Source: an optimization exercise on an open RTL-to-GDS flow (aim: a short achievable clock period and few clock cycles per item). Production flows keep margins and buffers that such runs may drop. In this exercise RTL edits were held to simulation tests only and were not proved equivalent to the original. Power is estimated from default activity; no workload was simulated.

==> run.sh <==
#!/bin/bash
# synth_recipe.tcl (not shown) runs the flow's synth.tcl, then flattens the netlist and writes it again
# the make line also repeats each setting of config.mk as NAME=value (left out here)
make -C /OpenROAD-flow-scripts/flow DESIGN_CONFIG=/design/flow/config.mk WORK_HOME=/design/flow/orfs CLKGATE_MAP_FILE= SYNTH_SCRIPT=/design/flow/synth_recipe.tcl finish
==> config.mk <==
export PLATFORM = sky130hd
export DESIGN_NAME = sisc_mc_core
export DESIGN_NICKNAME = sisc_mc_core
export VERILOG_FILES = /design/flow/design.v
export SDC_FILE = /design/flow/constraint.sdc
export NUM_CORES = 4
export LEC_CHECK = 0
export CAP_MARGIN = 20
export CORE_MARGIN = 2
export CORE_UTILIZATION = 30
export SLEW_MARGIN = 20
==> constraint.sdc <==
create_clock -name core_clock -period 10.0 [get_ports {clk}]
set_input_delay 2.0000 -clock core_clock [delete_from_list [all_inputs] [get_ports {clk}]]
set_output_delay 2.0000 -clock core_clock [all_outputs]
set_load 0.01 [all_outputs]
==> design.v <==
module sisc_mc_core #(
  parameter int DATA_W = 32,
  parameter int REG_AW = 4
) (
  input  logic              clk,
  input  logic              rst,
  input  logic [31:0]       ir,
  input  logic              ir_valid,
  output logic              ir_ready,
  output logic              busy,
  output logic              halted,
  output logic [3:0]        stat,
  output logic              illegal,
  input  logic [REG_AW-1:0] dbg_addr,
  output logic [DATA_W-1:0] dbg_data
);
  localparam int NREG = 2 ** REG_AW;
  localparam int SW   = $clog2(DATA_W);
  localparam int MSB  = DATA_W - 1;
  typedef logic [DATA_W-1:0] word_t;
  logic              accept_s;
  logic [3:0]        opField_s;
  logic [3:0]        mmField_s;
  logic [REG_AW-1:0] rdField_s;
  logic [REG_AW-1:0] rsField_s;
  logic [REG_AW-1:0] rtField_s;
  word_t             immExt_s;
  logic              aluOp_s;
  logic              legal_s;
  logic              illegal_s;
  logic              halt_s;
  word_t             rsVal_s;
  word_t             rtVal_s;
  logic              haltSeen_r;    
  logic              halted_r;
  logic              busy_r;
  logic              validX_r;
  logic              legalX_r;      
  logic              wrX_r;         
  logic              illX_r;
  logic              haltX_r;
  logic [REG_AW-1:0] rdX_r;
  logic [7:0]        selX_r;        
  logic              fwdAX_r;
  logic              fwdBX_r;
  word_t             opAX_r;
  word_t             opBX_r;
  logic              validW_r;
  logic              legalW_r;
  logic              wrW_r;
  logic              illW_r;
  logic              haltW_r;
  logic [REG_AW-1:0] rdW_r;
  word_t             resW_r;
  logic              cW_r;
  logic              vW_r;
  logic [3:0]        stat_r;
  word_t             regFile_r [NREG];
  word_t             aluA_s;
  word_t             aluB_s;
  word_t             aluRes_s;
  logic              aluC_s;
  logic              aluV_s;
  logic [DATA_W:0]   sumWide_s;
  logic [DATA_W:0]   shlWide_s;
  logic [DATA_W:0]   shrWide_s;
  logic [SW-1:0]     shAmt_s;
  assign ir_ready = !haltSeen_r;
  assign busy     = busy_r;
  assign halted   = halted_r;
  assign stat     = stat_r;
  assign illegal  = illW_r;
  assign dbg_data = regFile_r[dbg_addr];
  assign accept_s  = ir_valid && !haltSeen_r;
  assign opField_s = ir[31:28];
  assign mmField_s = ir[27:24];
  assign rdField_s = ir[20 +: REG_AW];
  assign rsField_s = ir[16 +: REG_AW];
  assign rtField_s = ir[12 +: REG_AW];
  assign immExt_s  = word_t'($signed(ir[15:0]));
  assign aluOp_s   = (opField_s == 4'h1) || (opField_s == 4'h2);
  assign legal_s   = aluOp_s && (mmField_s >= 4'h1) && (mmField_s <= 4'h8);
  assign illegal_s = (opField_s != 4'h0) && (opField_s != 4'hF) && !legal_s;
  assign halt_s    = (opField_s == 4'hF);
  assign rsVal_s = (wrW_r && (rdW_r == rsField_s)) ? resW_r : regFile_r[rsField_s];
  assign rtVal_s = (wrW_r && (rdW_r == rtField_s)) ? resW_r : regFile_r[rtField_s];
  assign aluA_s  = fwdAX_r ? resW_r : opAX_r;
  assign aluB_s  = fwdBX_r ? resW_r : opBX_r;
  assign shAmt_s = aluB_s[SW-1:0];
  always_comb begin
    sumWide_s = {1'b0, aluA_s} + {1'b0, (selX_r[1] ? ~aluB_s : aluB_s)} +
                {{DATA_W{1'b0}}, selX_r[1]};
    shlWide_s = {1'b0, aluA_s} << shAmt_s;
    shrWide_s = {aluA_s, 1'b0} >> shAmt_s;
    aluRes_s  = ({DATA_W{selX_r[0] | selX_r[1]}} & sumWide_s[DATA_W-1:0]) |
                ({DATA_W{selX_r[2]}} & (aluA_s & aluB_s)) |
                ({DATA_W{selX_r[3]}} & (aluA_s | aluB_s)) |
                ({DATA_W{selX_r[4]}} & (aluA_s ^ aluB_s)) |
                ({DATA_W{selX_r[5]}} & ~aluA_s) |
                ({DATA_W{selX_r[6]}} & shlWide_s[DATA_W-1:0]) |
                ({DATA_W{selX_r[7]}} & shrWide_s[DATA_W:1]);
    aluC_s    = ((selX_r[0] | selX_r[1]) & sumWide_s[DATA_W]) |
                (selX_r[6] & shlWide_s[DATA_W]) |
                (selX_r[7] & shrWide_s[0]);
    aluV_s    = (selX_r[0] & (aluA_s[MSB] == aluB_s[MSB]) &
                 (sumWide_s[MSB] != aluA_s[MSB])) |
                (selX_r[1] & (aluA_s[MSB] != aluB_s[MSB]) &
                 (sumWide_s[MSB] != aluA_s[MSB]));
  end
  always_ff @(posedge clk or posedge rst) begin
    if (rst) begin
      haltSeen_r <= 1'b0;
      halted_r   <= 1'b0;
      busy_r     <= 1'b0;
      validX_r   <= 1'b0;
      validW_r   <= 1'b0;
    end else begin
      if (accept_s && halt_s) begin
        haltSeen_r <= 1'b1;
      end
      if (validW_r && haltW_r) begin
        halted_r <= 1'b1;
      end
      busy_r   <= accept_s || validX_r;
      validX_r <= accept_s;
      validW_r <= validX_r;
    end
  end
  always_ff @(posedge clk or posedge rst) begin
    if (rst) begin
      legalX_r <= 1'b0;
      wrX_r    <= 1'b0;
      illX_r   <= 1'b0;
      haltX_r  <= 1'b0;
      rdX_r    <= '0;
      selX_r   <= '0;
      fwdAX_r  <= 1'b0;
      fwdBX_r  <= 1'b0;
      opAX_r   <= '0;
      opBX_r   <= '0;
    end else begin
      legalX_r <= accept_s && legal_s;
      wrX_r    <= accept_s && legal_s && (rdField_s != '0);
      illX_r   <= accept_s && illegal_s;
      haltX_r  <= accept_s && halt_s;
      if (accept_s) begin
        rdX_r   <= rdField_s;
        for (int i = 0; i < 8; i++) begin
          selX_r[i] <= legal_s && (mmField_s == 4'(i + 1));
        end
        fwdAX_r <= wrX_r && (rdX_r == rsField_s);
        fwdBX_r <= wrX_r && (rdX_r == rtField_s) && (opField_s != 4'h2);
        opAX_r  <= rsVal_s;
        opBX_r  <= (opField_s == 4'h2) ? immExt_s : rtVal_s;
      end
    end
  end
  always_ff @(posedge clk or posedge rst) begin
    if (rst) begin
      legalW_r <= 1'b0;
      wrW_r    <= 1'b0;
      illW_r   <= 1'b0;
      haltW_r  <= 1'b0;
      rdW_r    <= '0;
      resW_r   <= '0;
      cW_r     <= 1'b0;
      vW_r     <= 1'b0;
    end else begin
      legalW_r <= legalX_r;
      wrW_r    <= wrX_r;
      illW_r   <= illX_r;
      haltW_r  <= haltX_r;
      if (legalX_r) begin
        rdW_r  <= rdX_r;
        resW_r <= aluRes_s;
        cW_r   <= aluC_s;
        vW_r   <= aluV_s;
      end
    end
  end
  always_ff @(posedge clk or posedge rst) begin
    if (rst) begin
      for (int i = 0; i < NREG; i++) begin
        regFile_r[i] <= {DATA_W{1'b0}};
      end
    end else if (wrW_r) begin
      regFile_r[rdW_r] <= resW_r;
    end
  end
  always_ff @(posedge clk or posedge rst) begin
    if (rst) begin
      stat_r <= 4'h0;
    end else if (legalW_r) begin
      stat_r <= {cW_r, vW_r, resW_r[MSB], (resW_r == {DATA_W{1'b0}})};
    end
  end
endmodule
==> flow_summary.yaml, run 1 <==
layout:
  fin_cells: 6032
  layout-drive-gt1-share_pct: 20.5
  final_cell_area_um2: 46900
  finish.utilization_pct: 34.3
  fin_nets: 4310
  syn2layout_area_growth_pct: 13.7
drt:
  wl_per_cell_um: 32.9
  ant_nets: 0
  drt_pass1_iterations: 13
  vias_per_cell: 6.71
  wirelength_um: 198000
  via_count: 40500
  drc: 0
  drtIter0Drc: 7267
sta:
  timing.final.crit_share_pct: 78.2
  rsz0062_at_grt: "false"
  tns_ps: 0
  slew_headroom_pct: 21.9
  timing.final.ws_setup_ps: 2180
  fmax_mhz: 128
  worst_pin_slew_ps: 1170
  report.final.slew_viol_count: 0
  clock-skew-final_ps: 42.7
  setup_viol: 0
  timing.hold.ws_ps: 362
  hold_viol_final: 0
  period_minus_slack_ps: 7820
outcome:
  status: "complete, no violations"
global_route:
  grt_pass1_wl_um: 284000
  grt_usage_pct: 27.3
  grt_pass1_vias: 38700
  grt_antenna_before_repair: 11
  overflow: 0
  grt_max_degree: 183
power_and_ir_drop:
  combPwrFrac_pct: 5.1
  total_power_mw: 5.96
  leakagePower_nw: 20.5
  switching_share_pct: 24.7
  power.internal_mw: 4.49
  switchingPower_mw: 1.47
  peakVddDrop_v: 0.000134
  sequentialPowerShare_pct: 43.8
  pwr-share-clk_pct: 51.0
  cellPowerDensity_nw_per_um2: 127
placement:
  gp_congestion: 0.992
  dp_cells: 5889
  portBuffers: 78
  dp_hpwl_um: 120000
  dpl_cell_area_um2: 44100
  pre_cts_ws_ps: 2490
logic_synthesis:
  synth-edff-count: 0
  syn_inst: 4304
  yosysTopAreaCell: "dfrtp_1"
  synth.most_common_cell: "dfrtp_1"
  yosysSeqAreaShare_pct: 39.1
  synth-async-reset-ratio_pct: 100
  netlist_area_um2: 41300
  synth_common_cells: "645 x dfrtp_1, 566 x a22oi_1, 515 x mux2_2, 354 x clkbuf_1, 279 x nand2_1"
  syn-num-nets: 4440
  avgSynthCellArea_um2: 9.59
  synth_top_area_share_pct: 39.1
  ys_warn_count: 2
  synthTopCellsByArea: "dfrtp_1 39%, mux2_2 14%, a22oi_1 10%, clkbuf_1 3.2%, a21oi_1 3.1%"
  synth_ff_type: "dfrtp_1"
  synth-seq-cells: 645
  netlist-cell-type-count: 82
worst_setup_path:
  crit_required_ps: 8000
  critPathKind: "primary input to output pin"
  crit_arrival_ps: 5820
  startpoint_type: "primary input"
  crit_path_end_kind: "output pin"
  cp_max_fo: 19
hold_path:
  hold_path.class: "register to register"
clocking:
  cts_setup_buffers: 0
  htree_levels: 3
  root_buffer: "clkbuf_16"
  ctsLongestPathBuffers: 3
  cts_tree: "built"
  cts_inserted_buffers: 76
  path_clk_slew_ps: 50
  clk_latency_ps: 670
  clock-sinks: 645
  post_cts_resized: 0
  cts_hold_buf: 0
flow_run:
  cap_violations: 0
floorplan:
  dieArea_um2: 141000
  pin_count: 79
  dieHeight_um: 375
  rows: 136
  core_um2: 137000
  die_w_um: 375
  start_util_pct: 30.1
[flip-flops by register name, summed over array words and instances, names as in the netlist, 4 cells and up]
signal and count:
opAX_r 32, rdX_r 4, regFile_r 512, selX_r 8, stat_r 4, opBX_r 32, resW_r 32, rdW_r 4
[power groups by stage]
stage	sequential [mW]	clock [mW]	combinational [mW]
finish	2.61	3.04	0.307
global route	2.61	3.19	0.308
CTS	2.61	3.08	0.287
detailed placement	2.66	0	0.286
global placement	2.66	0	0.284
floorplan	2.66	0	0.123
[critical path, stage by stage]
cell and delay [ps]:
clkdlybuf4s50_1 680, nand2b_1 300, nor2_4 960, buf_4 490, a22o_1 180, a221oi_1 50
nand3_1 120, o22a_1 370, clkdlybuf4s50_1 620
[cell type report]
class                   instances  area [µm²]
diodes                          3        7.51
clock buffers                 113        2320
clock inverters                26         415
fillers                     13900       90100
inverters                      90         342
multi-input cells            3159       23700
flip-flops and latches        645       16100
well taps                    1794        2240
repair buffers                202        1750
[metal layers]
layer | GRT usage, % | vias up | share of wire (%)
met5 | 0 | - | 0.050
met4 | 14.6 | 10 | 7.1
met3 | 10.8 | 1135 | 14
met2 | 39.6 | 3419 | 41
met1 | 34.7 | 19700 | 38
li1 | - | 16200 | -
[kinds of logic after synthesis]
kind of cell    synth area share (%)
compound gates                  25.1
simple gates                    9.83
flops                           39.1
mux                             16.4
buf+inv                         4.70
fa+ha+maj                       3.01
xor+xnor                        1.83
[worst paths after layout]
kind / depth (start not counted) / to / slack (ps) / from
worst max-delay path: 9 / dbg_data[7] / 2180 / dbg_addr[3]
worst min-delay path: 0 / illW_r / 360 / illX_r
worst max register to register: 17 / cW_r / 4900 / fwdBX_r
worst min register to register: 0 / illW_r / 360 / illX_r
max in group asynchronous: 4 / regFile_r[13][19] / 6100 / rst
min in group asynchronous: 2 / regFile_r[7][3] / 1780 / rst
[cell usage in the layout (no fill, tap or decap), types with 57 or more instances in the layout]
cell               n
a21oi_1          258
a221oi_1         100
a22o_1            78
a22oi_1          566
buf_4            121
clkbuf_16         79
clkdlybuf4s50_1   78
dfrtp_1          641
ha_1              96
inv_1             86
mux2_2           515
mux2i_1           82
nand2_1          276
nand3_1           97
nand4_1          129
nor2_1           211
o21ai_0          176
o22ai_1           69
xnor2_1           57
Testbench counts, summed over its fixed seeds: cycles 24,024, items 24,000.
==> inputs of run 2 (changes only) <==
--- a/config.mk
+++ b/config.mk
@@ -5,7 +5,9 @@
 export SDC_FILE = /design/flow/constraint.sdc
 export NUM_CORES = 4
 export LEC_CHECK = 0
+export ABC_CLOCK_PERIOD_IN_PS = 3000
 export CAP_MARGIN = 20
 export CORE_MARGIN = 2
-export CORE_UTILIZATION = 30
+export CORE_UTILIZATION = 40
+export SETUP_SLACK_MARGIN = 5
 export SLEW_MARGIN = 20
==> run 2 against run 1 <==
Setup slack better by 2100 ps. Clock skew is 13 ps higher. Via count grew 2.5%. Synthesized cell count did not move. Sequential power hardly changed. Cell count decreased by 4.8%. Die area down 25%.
==> flow_summary.yaml, run 2 <==
logic_synthesis:
  synth-edff-count: 0
  ys_warn_count: 2
  yosysTopAreaCell: "dfrtp_1"
  yosysSeqAreaShare_pct: 39.1
  syn-num-nets: 4440
  synth-seq-cells: 645
  synth-async-reset-ratio_pct: 100
  synth-compound-area-share_pct: 25.1
  synthSimpleGateAreaFrac_pct: 9.83
  syn_inst: 4304
  netlist-cell-type-count: 82
  synth_ff_type: "dfrtp_1"
  synth_common_cells: "645 x dfrtp_1, 566 x a22oi_1, 515 x mux2_2, 354 x clkbuf_1, 279 x nand2_1"
  netlist_area_um2: 41300
  muxShareOfSynthArea_pct: 16.4
  synth_top_family_by_area: "compound AO/OA/AOI/OAI gates"
  avgSynthCellArea_um2: 9.59
  synth_xor_area_share_pct: 1.83
  synth.most_common_cell: "dfrtp_1"
  synthTopCellsByArea: "dfrtp_1 39%, mux2_2 14%, a22oi_1 10%, clkbuf_1 3.2%, a21oi_1 3.1%"
  synth_fa_ha_area_share_pct: 3.01
  synth_top_area_share_pct: 39.1
outcome:
  status: "complete, no violations"
floorplan:
  rows: 117
  core_um2: 102000
  dieHeight_um: 325
  pin_count: 79
  dieArea_um2: 106000
  start_util_pct: 40.4
  die_w_um: 325
layout:
  final_cell_area_um2: 48900
  fin_nets: 4451
  regMostFlops: "regFile_r"
  layout_commonest_cell: "dfrtp_1"
  layout_common_cells: "641 x dfrtp_1, 515 x mux2_2, 512 x a22oi_1"
  syn2layout_area_growth_pct: 18.5
  largest_reg_flops: 512
  fin_cells: 5740
  layout-drive-gt1-share_pct: 26.3
drt:
  drtIter0Drc: 7881
  met3_length_um: 29300
  top_layer_used: "met5"
  dr_wl_met2_um: 80900
  via_count: 41500
  wirelength_um: 199000
  drc: 0
  vias_per_cell: 7.22
  wl_met1_um: 73400
  ant_nets: 0
  drt_pass1_iterations: 10
  wl_per_cell_um: 34.7
worst_setup_path:
  critPathKind: "primary input to output pin"
  crit_required_ps: 8000
  cp_max_fo: 7
  startpoint_type: "primary input"
  max_stage_delay_ps: 270
  crit_arrival_ps: 3680
  crit_top_cell: "buf_12"
  path_cells: "buf_12 -> nand2b_4 -> buf_6 -> nor2_4 -> buf_12 -> buf_12 -> buf_8 -> buf_6 -> a22oi_2 -> nand3_2 -> o22a_1 -> buf_2"
  slowest_stage: "o22a_1"
  crit_path_end_kind: "output pin"
sta:
  report.final.slew_viol_count: 0
  period_minus_slack_ps: 5680
  setup_viol: 0
  rsz0062_at_grt: "true"
  worst_pin_slew_ps: 1240
  tns_ps: 0
  fmax_mhz: 176
  clock-skew-final_ps: 56.0
  timing.final.ws_setup_ps: 4320
  hold_viol_final: 0
  timing.final.crit_share_pct: 56.8
  slew_headroom_pct: 17.5
power_and_ir_drop:
  peakVddDrop_v: 0.000176
  cellPowerDensity_nw_per_um2: 122
  leakagePower_nw: 21.7
clocking:
  ctsLongestPathBuffers: 3
  cts_tree: "built"
  path_clk_slew_ps: 50
  clk_latency_ps: 680
  clock-sinks: 645
  cts_inserted_buffers: 74
  htree_levels: 3
  root_buffer: "clkbuf_16"
placement:
  gp_congestion: 0.980
  pre_cts_ws_ps: 2340
  portBuffers: 78
  dp_cells: 5462
  dpl_cell_area_um2: 43800
  dp_hpwl_um: 114000
global_route:
  grt_usage_pct: 36.0
  grt_max_degree: 159
  grt_pass1_vias: 38800
  overflow: 0
  grt_pass1_wl_um: 283000
  grt_antenna_before_repair: 4
hold_path:
  hold_path.class: "register to register"
flow_run:
  cap_violations: 0
==> run 2: changes by cell type in the layout (fill, tap and decap cells not counted), sizes merged, moves of 2 or more <==
cell / delta
dlymetal6s2s: +5
inv: +2
clkinv: +3
buf: +170
clkdlybuf4s50: -42
clkbuf: -9
bufinv: +2
nor2: +4
==> run 2: final timing paths <==
| path | startpoint | end | slack (ps) | depth (start not counted) |
|---|---|---|---|---|
| min in group asynchronous | rst | regFile_r[8][10] | 1860 | 3 |
| worst max register to register | fwdBX_r | resW_r[28] | 5240 | 16 |
| worst max-delay path | dbg_addr[0] | dbg_data[27] | 4320 | 12 |
| worst min register to register | haltX_r | haltW_r | 370 | 0 |
| max in group asynchronous | rst | legalX_r | 6530 | 4 |
| worst min-delay path | haltX_r | haltW_r | 370 | 0 |
==> run 2: cell families (layout without fill, tap and decap cells) <==
kind of cell | count (synthesis) | in the layout
buffers and inverters | 500 | 562
muxes | 606 | 606
adders and majority gates | 99 | 99
xor gates and xnor gates | 84 | 84
AOI/OAI and AO/OA | 1491 | 1491
other | 0 | 2
DFF | 645 | 645
and+or+nand+nor | 879 | 883
==> run 2: where the power goes <==
group	total (mW)	internal, mW	switching, mW
clock network	2.98	1.76	1.22
logic	0.378	0.102	0.276
registers	2.61	2.61	0
total	5.97	4.47	1.50
==> run 2: through the flow <==
stage,power (mW),hold WS (ps),util [%]
after CTS,5.94,378,47.0
after detailed placement,2.94,346,42.9
after global placement,2.94,353,42.9
final,5.97,366,47.9
after global routing,6.09,393,47.9
after floorplan,2.79,331,-
==> run 2: final cells by class <==
cell class | instances | area, µm²
antenna | 2 | 5.00
inverter | 90 | 342
clock buffer | 99 | 2120
clock inverter | 32 | 504
timing repair buffer | 341 | 3710
tap | 1368 | 1710
multi-input combinational | 3163 | 24300
sequential | 645 | 16100
fill | 9468 | 53200
==> run 2: repair_timing <==
item / 4_1_cts / 5_1_grt
setup endpoints to repair: 62 / 74
gates cloned: 14 / 5
resized for setup: 292 / 86
pin swaps: 97 / 89
hold buffers: 0 / 0
setup buffers: 84 / 42
==> run 2: routing by layer <==
layer / vias up / global-route usage [%]
met5: - / 0.136
met4: 4 / 20.1
met3: 1213 / 14.5
met2: 3739 / 51.5
met1: 20000 / 46.1
li1: 16500 / -
==> run 2: worst max-delay path: cells and delay by family <==
family	cells	cell delay (ps)
buffers and inverters	7	920
AOI/OAI and AO/OA	2	420
and+or+nand+nor	3	310
==> inputs of run 3 (changes only) <==
--- a/design.v
+++ b/design.v
@@ -17,6 +17,7 @@
   localparam int NREG = 2 ** REG_AW;
   localparam int SW   = $clog2(DATA_W);
   localparam int MSB  = DATA_W - 1;
+  localparam int DBG_G = 8;
   typedef logic [DATA_W-1:0] word_t;
   logic              accept_s;
   logic [3:0]        opField_s;
@@ -70,7 +71,21 @@
   assign halted   = halted_r;
   assign stat     = stat_r;
   assign illegal  = illW_r;
-  assign dbg_data = regFile_r[dbg_addr];
+  logic [(NREG-1)*DATA_W-1:0] rfFlat_s;    
+  for (genvar i = 1; i < NREG; i++) begin : g_flat
+    assign rfFlat_s[(i-1)*DATA_W +: DATA_W] = regFile_r[i];
+  end
+  for (genvar g = 0; g < DATA_W / DBG_G; g++) begin : g_dbg
+    logic [(NREG-1)*DBG_G-1:0] grpBits_s;
+    for (genvar i = 0; i < NREG - 1; i++) begin : g_bits
+      assign grpBits_s[i*DBG_G +: DBG_G] = rfFlat_s[i*DATA_W + g*DBG_G +: DBG_G];
+    end
+    sisc_dbg_group #(.W(DBG_G)) u_dbg (
+      .addr(dbg_addr),
+      .regs(grpBits_s),
+      .y   (dbg_data[g*DBG_G +: DBG_G])
+    );
+  end
   assign accept_s  = ir_valid && !haltSeen_r;
   assign opField_s = ir[31:28];
   assign mmField_s = ir[27:24];
@@ -195,3 +210,64 @@
     end
   end
 endmodule
+module sisc_dbg_group #(
+  parameter int W = 4
+) (
+  input  logic [3:0]      addr,
+  input  logic [15*W-1:0] regs,
+  output logic [W-1:0]    y
+);
+  logic [3:0]  lo;    
+  logic [3:0]  hi;    
+  logic [15:0] sel;   
+  sisc_g_nor2  u_lo0 (.a(addr[1]), .b(addr[0]), .y(lo[0]));
+  sisc_g_andn2 u_lo1 (.a(addr[0]), .bn(addr[1]), .y(lo[1]));
+  sisc_g_andn2 u_lo2 (.a(addr[1]), .bn(addr[0]), .y(lo[2]));
+  sisc_g_and2  u_lo3 (.a(addr[1]), .b(addr[0]), .y(lo[3]));
+  sisc_g_nor2  u_hi0 (.a(addr[3]), .b(addr[2]), .y(hi[0]));
+  sisc_g_andn2 u_hi1 (.a(addr[2]), .bn(addr[3]), .y(hi[1]));
+  sisc_g_andn2 u_hi2 (.a(addr[3]), .bn(addr[2]), .y(hi[2]));
+  sisc_g_and2  u_hi3 (.a(addr[3]), .b(addr[2]), .y(hi[3]));
+  assign sel[0] = 1'b0;
+  for (genvar i = 1; i < 16; i++) begin : g_sel
+    sisc_g_and2 u_sel (.a(hi[i / 4]), .b(lo[i % 4]), .y(sel[i]));
+  end
+  for (genvar b = 0; b < W; b++) begin : g_bit
+    logic [7:0] termN;    
+    logic [1:0] halfN;    
+    for (genvar k = 0; k < 7; k++) begin : g_pair
+      sisc_g_aoi22 u_t (
+        .a1(sel[2*k+1]), .a2(regs[(2*k)*W + b]),
+        .b1(sel[2*k+2]), .b2(regs[(2*k+1)*W + b]),
+        .y (termN[k])
+      );
+    end
+    sisc_g_nand2 u_t7 (.a(sel[15]), .b(regs[14*W + b]), .y(termN[7]));
+    sisc_g_nand4 u_h0 (.a(termN[0]), .b(termN[1]), .c(termN[2]), .d(termN[3]), .y(halfN[0]));
+    sisc_g_nand4 u_h1 (.a(termN[4]), .b(termN[5]), .c(termN[6]), .d(termN[7]), .y(halfN[1]));
+    sisc_g_or2   u_o  (.a(halfN[0]), .b(halfN[1]), .y(y[b]));
+  end
+endmodule
+module sisc_g_nor2 (input logic a, input logic b, output logic y);
+  assign y = ~(a | b);
+endmodule
+module sisc_g_and2 (input logic a, input logic b, output logic y);
+  assign y = a & b;
+endmodule
+module sisc_g_andn2 (input logic a, input logic bn, output logic y);
+  assign y = a & ~bn;
+endmodule
+module sisc_g_nand2 (input logic a, input logic b, output logic y);
+  assign y = ~(a & b);
+endmodule
+module sisc_g_or2 (input logic a, input logic b, output logic y);
+  assign y = a | b;
+endmodule
+module sisc_g_nand4 (input logic a, input logic b, input logic c, input logic d,
+                     output logic y);
+  assign y = ~(a & b & c & d);
+endmodule
+module sisc_g_aoi22 (input logic a1, input logic a2, input logic b1, input logic b2,
+                     output logic y);
+  assign y = ~((a1 & a2) | (b1 & b2));
+endmodule
--- a/config.mk
+++ b/config.mk
@@ -5,9 +5,10 @@
 export SDC_FILE = /design/flow/constraint.sdc
 export NUM_CORES = 4
 export LEC_CHECK = 0
-export ABC_CLOCK_PERIOD_IN_PS = 3000
 export CAP_MARGIN = 20
 export CORE_MARGIN = 2
 export CORE_UTILIZATION = 40
 export SETUP_SLACK_MARGIN = 5
 export SLEW_MARGIN = 20
+export SYNTH_HIERARCHICAL = 1
+export SYNTH_MINIMUM_KEEP_SIZE = 0
==> run 3 against run 2 <==
Sequential cell count did not move. Hold slack got worse by 7.8 ps. Synthesized cell count rose by 1.5%. First-iteration DRC count fell by 24%. Register-to-register slack barely moved. Largest power group unchanged. Still clean. Wire length fell by 5.0%. Critical path depth fell by 3. Clock skew rose by 3.6 ps. Sequential power barely moved. Setup slack improved by 250 ps.
==> flow_summary.yaml, run 3 <==
global_route:
  grt_pass1_wl_um: 274000
  grt_pass1_vias: 38800
  grt_max_degree: 161
  grt_usage_pct: 33.7
  overflow: 0
  grt_antenna_before_repair: 12
power_and_ir_drop:
  cellPowerDensity_nw_per_um2: 124
  total_power_mw: 5.98
  sequentialPowerShare_pct: 43.6
  combPwrFrac_pct: 5.1
  pwr-share-clk_pct: 51.3
  power.internal_mw: 4.49
  switchingPower_mw: 1.49
  peakVddDrop_v: 0.000176
  leakagePower_nw: 20.9
  switching_share_pct: 24.9
layout:
  multiInputGateArea_um2: 25500
  final_cell_area_um2: 48400
  largest_reg_flops: 512
  fillerInstances: 9949
  finish.utilization_pct: 45.8
  fin_nets: 4435
  layout_common_cells: "639 x dfrtp_1, 517 x mux2_2, 387 x a22oi_1"
  layout-drive-gt1-share_pct: 28.4
  regMostFlops: "regFile_r"
  seq_area_um2: 16200
  layout_commonest_cell: "dfrtp_1"
  syn2layout_area_growth_pct: 13.1
placement:
  dp_hpwl_um: 118000
  dpl_cell_area_um2: 45100
  portBuffers: 78
  gp_congestion: 1.02
worst_setup_path:
  crit_path_end_kind: "output pin"
  crit_arrival_ps: 3430
  r2r_start: "fwdAX_r"
  critPathKind: "primary input to output pin"
  r2r_cells: 13
  cp_max_fo: 8
  rr_endpoint: "vW_r"
  regToRegSetupSlack_ps: 5240
  crit_required_ps: 8000
  startpoint_type: "primary input"
outcome:
  status: "complete, no violations"
floorplan:
  dieHeight_um: 331
  dieArea_um2: 110000
  pin_count: 79
  core_um2: 106000
  rows: 119
  die_w_um: 331
  start_util_pct: 40.5
clocking:
  clock-sinks: 645
  ctsLongestPathBuffers: 3
  cts_tree: "built"
  cts_hold_buf: 0
  clk_latency_ps: 690
  root_buffer: "clkbuf_16"
  htree_levels: 3
  cts_inserted_buffers: 77
  path_clk_slew_ps: 40
logic_synthesis:
  syn-num-nets: 4505
  yosysTopAreaCell: "dfrtp_1"
  synth.most_common_cell: "dfrtp_1"
  ys_warn_count: 8
  synth_top_area_share_pct: 37.7
  avgSynthCellArea_um2: 9.79
  syn_inst: 4369
  synth_ff_type: "dfrtp_1"
  synth_common_cells: "645 x dfrtp_1, 517 x mux2_2, 387 x a22oi_1, 315 x clkbuf_1, 304 x nand2_1"
  synth-edff-count: 0
  netlist_area_um2: 42800
  synth-async-reset-ratio_pct: 100
  synthTopCellsByArea: "dfrtp_1 38%, mux2_2 14%, a22oi_1 6.8%, a22oi_2 6.5%, a21oi_1 2.9%"
  yosysSeqAreaShare_pct: 37.7
  synth-seq-cells: 645
  netlist-cell-type-count: 86
sta:
  clock-skew-final_ps: 59.6
  hold_viol_final: 0
  tns_ps: 0
  setup_viol: 0
  rsz0062_at_grt: "true"
  report.final.slew_viol_count: 0
  worst_pin_slew_ps: 1170
  timing.final.crit_share_pct: 54.3
  period_minus_slack_ps: 5430
  fmax_mhz: 184
  slew_headroom_pct: 22.1
drt:
  ant_nets: 0
  drc: 0
  wirelength_um: 189000
  via_count: 40500
  vias_per_cell: 7.03
  wl_per_cell_um: 32.9
  drtIter0Drc: 6010
  drt_pass1_iterations: 12
hold_path:
  min_from: "illX_r"
  holdPathStages: 0
  hold_path_end: "illW_r"
  hold_path.class: "register to register"
flow_run:
  cap_violations: 0
==> run 3: cell types whose count changed after synthesis, sizes merged, moves of 16 or more <==
cell    change
a221oi     -32
a22o       -22
a22oi      +45
and2       +67
clkbuf     -40
nand2      +25
nand3      -35
nand4      +34
nor2       +16
nor2b      +17
o22a       -33
or2        +33
==> run 3: area by class of cell <==
cell class	count	area share [%]
Antenna cell	4	0.0207
Clock buffer	106	4.60
Clock inverter	36	1.09
Inverter	98	0.768
Multi-Input combinational cell	3262	52.7
Sequential cell	645	33.4
Tap cell	1391	3.60
Timing Repair Buffer	215	3.90
==> run 3: how the worst max path moves through the flow <==
| stage | slack [ps] | cells past startpoint | end | start |
|---|---|---|---|---|
| 2_1_floorplan | -810 | 1 | busy_r | rst |
| 3_3_place_gp | 2840 | 7 | dbg_data[29] | dbg_addr[3] |
| 3_5_place_dp | 2820 | 7 | dbg_data[29] | dbg_addr[3] |
| 4_1_cts | 4580 | 9 | dbg_data[20] | dbg_addr[1] |
| 5_1_grt | 4550 | 9 | dbg_data[23] | dbg_addr[1] |
| 6_report | 4570 | 9 | dbg_data[20] | dbg_addr[1] |
==> run 3: per-layer routing <==
| metal | vias to the layer above | global-route usage, % | wire [µm] |
|---|---|---|---|
| met2 | 3183 | 48.7 | 78000 |
| met4 | 16 | 18.7 | 13800 |
| met1 | 19700 | 43.6 | 71700 |
| met5 | - | 0 | 89 |
| met3 | 1050 | 12.4 | 25600 |
| li1 | 16500 | - | - |
==> run 3: per-module statistics from Yosys (local to each module, per instance), excerpt <==
| module | copies in the design | cell area (µm²) | cells inside | flops+latches |
|---|---|---|---|---|
| sisc_g_andn2 | 16 | 13.8 | 1 | 0 |
| sisc_g_aoi22 | 224 | 12.5 | 1 | 0 |
| sisc_g_nand4 | 64 | 6.26 | 1 | 0 |
| sisc_g_or2 | 32 | 6.26 | 1 | 0 |
| sisc_g_nor2 | 8 | 3.75 | 1 | 0 |
| sisc_g_nand2 | 32 | 3.75 | 1 | 0 |
==> run 3: critical path, cell delays in order <==
cell and delay [ps]:
buf_12 110, buf_12 140, and2_4 170, and2_4 190
buf_12 140, a22oi_2 140, nand4_1 100, or2_1 260
buf_2 160
==> run 3: power groups by stage <==
stage / Clock (mW) / Sequential (mW) / Combinational, mW
final: 3.07 / 2.61 / 0.305
after global routing: 3.20 / 2.61 / 0.310
after CTS: 3.10 / 2.61 / 0.281
after detailed placement: 0 / 2.66 / 0.265
after global placement: 0 / 2.66 / 0.262
after floorplan: 0 / 2.66 / 0.129
==> run 3: cell families after synthesis <==
group | after synthesis | share of synthesized area, %
AOI/OAI and AO/OA | 1443 | 25.9
DFF | 645 | 37.7
muxes | 604 | 15.7
xor gates and xnor gates | 82 | 1.68
and+or+nand+nor | 1034 | 12.0
buffers and inverters | 463 | 4.19
adders and majority gates | 98 | 2.88
==> run 3: per-stage QoR <==
stage	instances	setup slack, ps	hold slack (ps)
floorplan	4369	-813	331
detailed placement	5575	2820	342
finish	5757	4570	358
CTS	5730	4580	361
global route	5755	4550	367
global placement	5575	2840	347
==> run 3: timing repair <==
| action | in CTS | in global routing |
|---|---|---|
| cloned | 1 | 1 |
| setup buffers | 12 | 22 |
| pin swaps | 139 | 117 |
| setup endpoints to repair | 43 | 85 |
| gates resized for setup | 315 | 23 |
Testbench counts of run 3, summed over its fixed seeds: cycles 24,024, items 24,000.
==> inputs of run 4 (changes only) <==
--- a/config.mk
+++ b/config.mk
@@ -7,7 +7,7 @@
 export LEC_CHECK = 0
 export CAP_MARGIN = 20
 export CORE_MARGIN = 2
-export CORE_UTILIZATION = 40
+export CORE_UTILIZATION = 65
 export SETUP_SLACK_MARGIN = 5
 export SLEW_MARGIN = 20
 export SYNTH_HIERARCHICAL = 1
==> run 4 against run 3 <==
Critical path depth is 2 lower. Clock power is 6% lower. Sequential share of layout area is 0.76 points higher. Largest power group unchanged. Synthesized cell count stayed put. Hold slack worse by 2.7 ps. Design area is 2.2% lower. Utilization is 26 points higher.
==> flow_summary.yaml, run 4 <==
outcome:
  status: "complete, no violations"
floorplan:
  dieHeight_um: 261
  rows: 94
  dieArea_um2: 67900
  pin_count: 79
  core_um2: 65500
  start_util_pct: 65.3
  die_w_um: 261
clocking:
  path_clk_slew_ps: 60
  cts_tree: "built"
  cts_inserted_buffers: 69
  clk_latency_ps: 640
  cts_hold_buf: 0
  root_buffer: "clkbuf_16"
  ctsLongestPathBuffers: 3
  htree_levels: 3
  clock-sinks: 645
layout:
  fin_nets: 4410
  layout-drive-gt1-share_pct: 27.5
  seq_area_um2: 16100
  fillerInstances: 4900
  syn2layout_area_growth_pct: 10.6
  layout_common_cells: "640 x dfrtp_1, 517 x mux2_2, 387 x a22oi_1"
  multiInputGateArea_um2: 25400
  fin_cells: 5198
  largest_reg_flops: 512
  layout_commonest_cell: "dfrtp_1"
  regMostFlops: "regFile_r"
logic_synthesis:
  syn_inst: 4369
  synth.most_common_cell: "dfrtp_1"
  synth-edff-count: 0
  netlist-cell-type-count: 86
  synth_top_area_share_pct: 37.7
  yosysSeqAreaShare_pct: 37.7
  synth_ff_type: "dfrtp_1"
  syn-num-nets: 4505
  ys_warn_count: 8
  synth_common_cells: "645 x dfrtp_1, 517 x mux2_2, 387 x a22oi_1, 315 x clkbuf_1, 304 x nand2_1"
  synthTopCellsByArea: "dfrtp_1 38%, mux2_2 14%, a22oi_1 6.8%, a22oi_2 6.5%, a21oi_1 2.9%"
  synth-async-reset-ratio_pct: 100
  netlist_area_um2: 42800
  synth-seq-cells: 645
  yosysTopAreaCell: "dfrtp_1"
  avgSynthCellArea_um2: 9.79
hold_path:
  hold_path.class: "register to register"
  hold_path_end: "illW_r"
  min_from: "illX_r"
  holdPathStages: 0
worst_setup_path:
  crit_required_ps: 8000
  critPathKind: "primary input to output pin"
  path_cells: "buf_16 -> and2_4 -> and2_4 -> a22oi_2 -> nand4_1 -> or2_1 -> buf_2"
  cp_max_fo: 8
  crit_cells: 7
  startpoint_type: "primary input"
  r2r_cells: 13
  regToRegSetupSlack_ps: 5060
  max_stage_delay_ps: 280
  rr_endpoint: "cW_r"
  critPathTopFamily: "simple AND/OR/NAND/NOR gates"
  crit_top_cell: "and2_4"
  crit_arrival_ps: 3290
  r2r_start: "resW_r[1]"
  crit_path_end_kind: "output pin"
  slowest_stage: "or2_1"
  critPathBufInv: 2
sta:
  slew_headroom_pct: 15.1
  timing.hold.ws_ps: 355
  timing.final.crit_share_pct: 52.9
  fmax_mhz: 189
  period_minus_slack_ps: 5290
  rsz0062_at_grt: "true"
  hold_viol_final: 0
  worst_pin_slew_ps: 1270
  report.final.slew_viol_count: 0
  setup_viol: 0
  clock-skew-final_ps: 46.0
  timing.final.ws_setup_ps: 4710
power_and_ir_drop:
  peakVddDrop_v: 0.000165
  total_power_mw: 5.79
  cellPowerDensity_nw_per_um2: 122
  leakagePower_nw: 20.8
global_route:
  grt_pass1_wl_um: 266000
  grt_usage_pct: 53.2
  grt_antenna_before_repair: 11
  grt_pass1_vias: 39500
  overflow: 0
  grt_max_degree: 156
drt:
  wl_per_cell_um: 35.3
  drc: 0
  drt_pass1_iterations: 10
  drtIter0Drc: 7717
  wirelength_um: 183000
  ant_nets: 0
  via_count: 41400
  vias_per_cell: 7.96
flow_run:
  cap_violations: 0
placement:
  pre_cts_ws_ps: 2830
  portBuffers: 78
  dp_cells: 5047
  dp_hpwl_um: 112000
  gp_congestion: 1.04
run 4: cell counts after synthesis:
No cell type changed its count.
run 4: per-module statistics from Yosys, one instance, submodules excluded, excerpt:
module	cells	flip-flops and latches	area, µm²
sisc_g_and2	1	0	6.26
sisc_g_andn2	1	0	13.8
sisc_g_aoi22	1	0	12.5
sisc_g_nand2	1	0	3.75
sisc_g_nand4	1	0	6.26
sisc_g_nor2	1	0	3.75
sisc_g_or2	1	0	6.26
sisc_mc_core	3925	645	38600
run 4: worst register-to-register path, cell delays in order (launching register included):
cell and delay [ps]:
dfrtp_1 1140, mux2i_1 530, fa_1 570, nor2b_1 160
o31a_1 190, o22ai_1 160, or4_1 560, nand4_1 170
a21oi_1 220, o32ai_2 580, o21ai_2 160, a21boi_2 170
o211ai_1 90, a21oi_1 160
run 4: cell families (layout without fill, tap and decap cells):
logic type	count (synthesis)	in the layout	synth area share, %
flip-flops	645	645	37.7
adder cells (fa/ha/maj)	98	98	2.88
multiplexers	604	604	15.7
buffers and inverters	463	421	4.19
AND/OR/NAND/NOR	1034	1035	12.0
XOR/XNOR	82	82	1.68
AO/OA/AOI/OAI	1443	1443	25.9
other	0	6	0
run 4: timing repair:
action                     4_1_cts  5_1_grt
buffers inserted                 1       14
gates cloned                     5        0
hold endpoints to repair         0        0
resized for setup              311       12
setup endpoints to repair       50       79
pin swaps                      181       76
run 4: report_power, final:
| group | leakage [nW] | switching, mW | internal [mW] | total, mW |
|---|---|---|---|---|
| combinational | 10.6 | 0.234 | 0.0678 | 0.302 |
| clock | 1.22 | 1.15 | 1.73 | 2.88 |
| sequential | 8.96 | 0 | 2.61 | 2.61 |
| total | 20.8 | 1.38 | 4.41 | 5.79 |
run 4: final cells by class:
cell class | instances | share of cell area, %
Antenna cell | 6 | 0.0317
Tap cell | 864 | 2.28
Sequential cell | 645 | 34.1
Timing Repair Buffer | 198 | 3.74
Clock inverter | 34 | 1.21
Clock buffer | 91 | 4.08
Multi-Input combinational cell | 3262 | 53.7
Inverter | 98 | 0.785
run 4: how the worst max path moves through the flow:
stage                        end        start
finish              dbg_data[15]  dbg_addr[0]
global route        dbg_data[25]  dbg_addr[0]
CTS                 dbg_data[24]  dbg_addr[0]
detailed placement   dbg_data[7]  dbg_addr[3]
global placement     dbg_data[7]  dbg_addr[3]
floorplan                 busy_r          rst
run 4: per-layer routing:
layer / GRT usage (%) / vias to the layer above / part of all wire, %
met4: 36.2 / 18 / 9.5
met3: 25.0 / 1434 / 17
li1: - / 16500 / -
met5: 1.85 / - / 0.12
met2: 74.3 / 3811 / 40
met1: 65.1 / 19700 / 34
run 4: per-stage QoR:
stage / area, µm² / TNS [ps] / utilization, %
2_1_floorplan: 42800 / -524170 / -
3_3_place_gp: 44400 / 0 / 67.8
3_5_place_dp: 44400 / 0 / 67.8
4_1_cts: 47200 / 0 / 72.0
5_1_grt: 47300 / 0 / 72.2
6_report: 47300 / 0 / 72.2

-- what the ideal ports hide --
How much do the figures lean on ideal ports? The routed layouts below were timed once more, with nothing changed but the port constraints.
Step 1 sets driving cells, clkbuf_16 on the clock port and buf_2 on the other inputs (assumed; they add their load-dependent delay and slew).
Step 2 moves the port delays by t, midway between the first and last clock arrival at a register: inputs arrive t later, outputs are due t later. That takes back most of the time a late clock gives input paths.
Slacks: ideal ports / drivers / drivers and shift; pairs: ideal ports / drivers.
run	shift t [ns]	setup WS [ns]	clock arrival spread, ns	slew at the worst register clock pin (ns)
run 1	0.726	2.179 / 2.147 / 2.147	0.051 / 0.051	0.07 / 0.07
run 2	0.729	4.325 / 4.264 / 4.264	0.059 / 0.058	0.07 / 0.07
run 3	0.730	4.575 / 4.528 / 4.196	0.067 / 0.067	0.07 / 0.07
run 4	0.689	4.714 / 4.557 / 4.169	0.046 / 0.047	0.07 / 0.07
After both steps setup and hold are still met in every run listed. For run 4, which loses most, drivers alone change the setup slack by -0.157 ns; drivers and shift together by -0.545 ns.
